Source: an optimization exercise on an open RTL-to-GDS flow (aim: small area, a short achievable clock period and few clock cycles per item). Production flows keep margins and buffers that such runs may drop. In this exercise RTL edits were held to simulation tests only and were not proved equivalent to the original. No activity file was given, so power comes from the tool's default toggle rates.

==> inputs of run a <==
## hash_search
module hash_search (
    input  logic                                  clk,
    input  logic                                  reset,
    input  logic                                  load_valid,
    input  logic [hash_search_pkg::pattern_w-1:0] load_data,
    input  logic                                  query_start,
    input  logic [hash_search_pkg::pattern_w-1:0] query_data,
    output logic                                  busy,
    output logic                                  done,
    output logic [1:0]                            match_count,
    output logic [hash_search_pkg::pattern_w-1:0] match0,
    output logic [hash_search_pkg::pattern_w-1:0] match1,
    output logic [hash_search_pkg::pattern_w-1:0] match2,
    output logic [3:0]                            dist0,
    output logic [3:0]                            dist1,
    output logic [3:0]                            dist2
);
    localparam int rw = hash_search_pkg::row_w;
    localparam int fw = hash_search_pkg::fill_w;
    localparam int ew = hash_search_pkg::elem_w;
    localparam int lw = hash_search_pkg::list_w;
    localparam int kw = hash_search_pkg::key_w;
    localparam int ow = kw + 8;     
    localparam int xw = ow + 4;     
    logic          busy_q;
    logic          rank_q;      
    logic          done_q;
    logic          store_full;
    logic [7:0]    store_count;
    logic          load_ok;
    logic          query_ok;
    logic          store_write;
    logic [rw-1:0] row_lo, row_hi;
    logic [fw-1:0] fill_lo, fill_hi;
    logic [rw-1:0] row_lo_q, row_hi_q;
    logic [fw-1:0] fill_lo_q, fill_hi_q;
    logic [7:0]    key_q;
    logic          extra_lo_q;     
    logic          extra_hi_q;
    logic [7:0]    extra_diff_q;   
    logic [lw-1:0] best_lo, best_hi;
    logic [lw-1:0] res_lo, res_hi;
    logic [7:0]    res_key;
    assign busy        = busy_q;
  ...
make LEC_CHECK=0 CAP_MARGIN=20 CELL_PAD_IN_SITES_DETAIL_PLACEMENT=1 CELL_PAD_IN_SITES_GLOBAL_PLACEMENT=2 CORE_MARGIN=2 CORE_UTILIZATION=50 PLACE_DENSITY=0.62 SETUP_SLACK_MARGIN=5 SLEW_MARGIN=20 finish   # period 10.0 ns
run.sh (not shown) runs the stock make flow with config.mk's settings and CLKGATE_MAP_FILE= SYNTH_SCRIPT=/design/flow/synth_recipe.tcl, a recipe that flattens the netlist after the stock synthesis.
==> run b (differences from run a) <==
--- a/flow/design.v
+++ b/flow/design.v
@@ -93,11 +93,11 @@
 `default_nettype none
 module distance_rank #(
     parameter bit skip_same = 1'b0     
 ) (
     input  logic [hash_search_pkg::row_w-1:0]     row,
-    input  logic [hash_search_pkg::fill_w-1:0]    fill,
+    input  logic [15:0]                           valid,     
     input  logic                                  extra_valid,
     input  logic [hash_search_pkg::nibble_w-1:0]  extra_diff,
     output logic [hash_search_pkg::list_w-1:0]    best
 );
     localparam int kw = hash_search_pkg::key_w;
@@ -121,11 +121,11 @@
     logic [ew-1:0] item [17];     
     always_comb
     begin
         for (int k = 0; k < 16; k++)
         begin
-            item[k] = elem((15 - k) < fill, row[4*(15-k) +: 4]);
+            item[k] = elem(valid[15 - k], row[4*(15-k) +: 4]);
         end
         item[16] = elem(extra_valid, extra_diff);
     end
     logic [3:0] ga0_0;
     logic [3:0] ga0_1;
@@ -419,11 +419,11 @@
     logic          query_ok;
     logic          store_write;
     logic [rw-1:0] row_lo, row_hi;
     logic [fw-1:0] fill_lo, fill_hi;
     logic [rw-1:0] row_lo_q, row_hi_q;
-    logic [fw-1:0] fill_lo_q, fill_hi_q;
+    logic [15:0]   valid_lo_q, valid_hi_q;     
     logic [7:0]    key_q;
     logic          extra_lo_q;     
     logic          extra_hi_q;
     logic [7:0]    extra_diff_q;   
     logic [lw-1:0] best_lo, best_hi;
@@ -474,28 +474,31 @@
     );
     always_ff @(posedge clk)
     begin
         row_lo_q     <= row_lo ^ {16{query_data[7:4]}};
         row_hi_q     <= row_hi ^ {16{query_data[3:0]}};
-        fill_lo_q    <= fill_lo;
-        fill_hi_q    <= fill_hi;
+        for (int k = 0; k < 16; k++)
+        begin
+            valid_lo_q[k] <= (k < fill_lo);
+            valid_hi_q[k] <= (k < fill_hi);
+        end
         key_q        <= query_data;
         extra_lo_q   <= store_write && (load_data[3:0] == query_data[3:0]);
         extra_hi_q   <= store_write && (load_data[7:4] == query_data[7:4]);
         extra_diff_q <= load_data ^ query_data;
     end
     distance_rank #(.skip_same(1'b0)) u_rank_lo (
         .row         (row_lo_q),
-        .fill        (fill_lo_q),
-        .extra_valid (extra_lo_q && !fill_lo_q[fw-1]),
+        .valid       (valid_lo_q),
+        .extra_valid (extra_lo_q && !valid_lo_q[15]),
         .extra_diff  (extra_diff_q[7:4]),
         .best        (best_lo)
     );
     distance_rank #(.skip_same(1'b1)) u_rank_hi (
         .row         (row_hi_q),
-        .fill        (fill_hi_q),
-        .extra_valid (extra_hi_q && !fill_hi_q[fw-1]),
+        .valid       (valid_hi_q),
+        .extra_valid (extra_hi_q && !valid_hi_q[15]),
         .extra_diff  (extra_diff_q[3:0]),
         .best        (best_hi)
     );
     always_ff @(posedge clk)
     begin
@@ -530,24 +533,29 @@
         xa1 = {key_dist(a1), a1};
         xa2 = {key_dist(a2), a2};
         xb0 = {key_dist(b0), b0};
         xb1 = {key_dist(b1), b1};
         xb2 = {key_dist(b2), b2};
-        o0 = c00 ? xb0 : xa0;
-        o1 = c00 ? (c01 ? xb1 : xa0) : (c10 ? xb0 : xa1);
-        o2 = c00 ? (c01 ? (c02 ? xb2 : xa0) : (c11 ? xb1 : xa1))
-                 : (c10 ? (c11 ? xb1 : xa1) : (c20 ? xb0 : xa2));
+        o0 = ({xw{c00}} & xb0) | ({xw{!c00}} & xa0);
+        o1 = ({xw{c00 & c01}} & xb1) | ({xw{c00 & !c01}} & xa0)
+           | ({xw{!c00 & c10}} & xb0) | ({xw{!c00 & !c10}} & xa1);
+        o2 = ({xw{c00 & c01 & c02}} & xb2) | ({xw{c00 & c01 & !c02}} & xa0)
+           | ({xw{((c00 & !c01) | (!c00 & c10)) & c11}} & xb1)
+           | ({xw{((c00 & !c01) | (!c00 & c10)) & !c11}} & xa1)
+           | ({xw{!c00 & !c10 & c20}} & xb0) | ({xw{!c00 & !c10 & !c20}} & xa2);
     end
     function automatic logic [3:0] key_dist(input logic [ow-1:0] e);
         key_dist = {1'b0, e[11], e[9] & !e[11], (e[8] & !e[9]) | (e[10] & !e[11])};
     endfunction
     assign match0 = o0[7:0];
     assign match1 = o1[7:0];
     assign match2 = o2[7:0];
     assign dist0  = o0[xw-1:ow];
     assign dist1  = o1[xw-1:ow];
     assign dist2  = o2[xw-1:ow];
-    assign match_count = !o2[ow-1] ? 2'd3
-                       : !o1[ow-1] ? 2'd2
-                       : !o0[ow-1] ? 2'd1 : 2'd0;
+    logic ge1, ge2, ge3;
+    assign ge1 = !a0[ow-1] | !b0[ow-1];
+    assign ge2 = !a1[ow-1] | !b1[ow-1] | (!a0[ow-1] & !b0[ow-1]);
+    assign ge3 = !a2[ow-1] | !b2[ow-1] | (!a1[ow-1] & !b0[ow-1]) | (!a0[ow-1] & !b1[ow-1]);
+    assign match_count = {ge2, ge3 | (ge1 & !ge2)};
 endmodule
 `default_nettype wire
- CORE_UTILIZATION: 50 -> 55
- PLACE_DENSITY: 0.62 -> 0.66
==> comparison <==
In run a the non-clock buffer count is higher than in run b, by 27.
Between run b and run a, the lower clock power is in run a (gap about 2.2%, measured against run a).
Between run a and run b, the lower die area is in run b (gap 9.1%, measured against run b).
Cell count: run a is higher than run b (about 0.6%).
In run b the register-to-register slack is better than in run a, by 0.097 ns.
In run b the area after synthesis is larger than in run a, by 0.75%.
Of run a and run b, run a has the higher critical path depth (gap 12).
Of run a and run b, run b has the higher via count (gap about 4.4%, measured against run b).
==> figures <==
	run a	run b
Result of the run	complete, no violations	complete, no violations
Via-per-instance ratio	7.27	7.65
Antenna diode instance count	8	6
Number of non-filler instances in the completed layout	11,511	11,445
Type of element capturing the critical path	flop	output port
Internal power summed over all cells	23.4 mW	23.9 mW
Sequential cell area	71,700 µm²	72,200 µm²
Critical path arrival	5.87 ns	3.36 ns
Multiplexer area fraction after synthesis	0.237%	0.183%
Num Clock Sinks	2,438	2,460
Number of post-CTS setup repair buffers	350	304
Clk pwr	8.99 mW	9.19 mW
Area used by multi-input combinational logic	40,500 µm²	40,200 µm²
Crit path launch	fill_hi_q[4]	res_lo[16]
Clock-cell share of area	6.00%	6.08%
Via count of the first global-routing pass	84,528	87,803
Worst hold-check slack	0.355 ns	0.402 ns
Testbench counts of run a, summed over its fixed seeds: cycles 8,795, queries 2,400.
Testbench counts of run b, summed over its fixed seeds: cycles 8,795, queries 2,400.

[afterwards: timing with drivers on the ports]
No port has a modelled driver above. Below, the same layouts with a new extraction and two added sets of constraints. Step 1 (the two cells are an assumption about what drives the block):
set clk [get_ports {clk}]
set_driving_cell -lib_cell sky130_fd_sc_hd__clkbuf_16 $clk
set_driving_cell -lib_cell sky130_fd_sc_hd__buf_2 [delete_from_list [all_inputs] $clk]
Step 2, shift: input delay + t, output delay - t, t = (earliest + latest rising clock arrival at the registers) / 2. This alone moves slack from input paths to output paths. Three values: ideal ports, drivers, drivers and shift; two values: the first two.
run | t (ns) | slack for setup (ns) | worst register clock-pin slew, ns | worst slew at a driven data input, ns
run a | 0.960 | 4.703 / 4.703 / 4.004 | 0.08 / 0.08 | 0.18
run b | 0.988 | 4.645 / 4.537 / 4.012 | 0.08 / 0.08 | 0.14
After both steps setup and hold are still met in every run listed. The setup slack of run a, which loses most, moves by 0.000 ns with the drivers and by -0.699 ns with both steps.
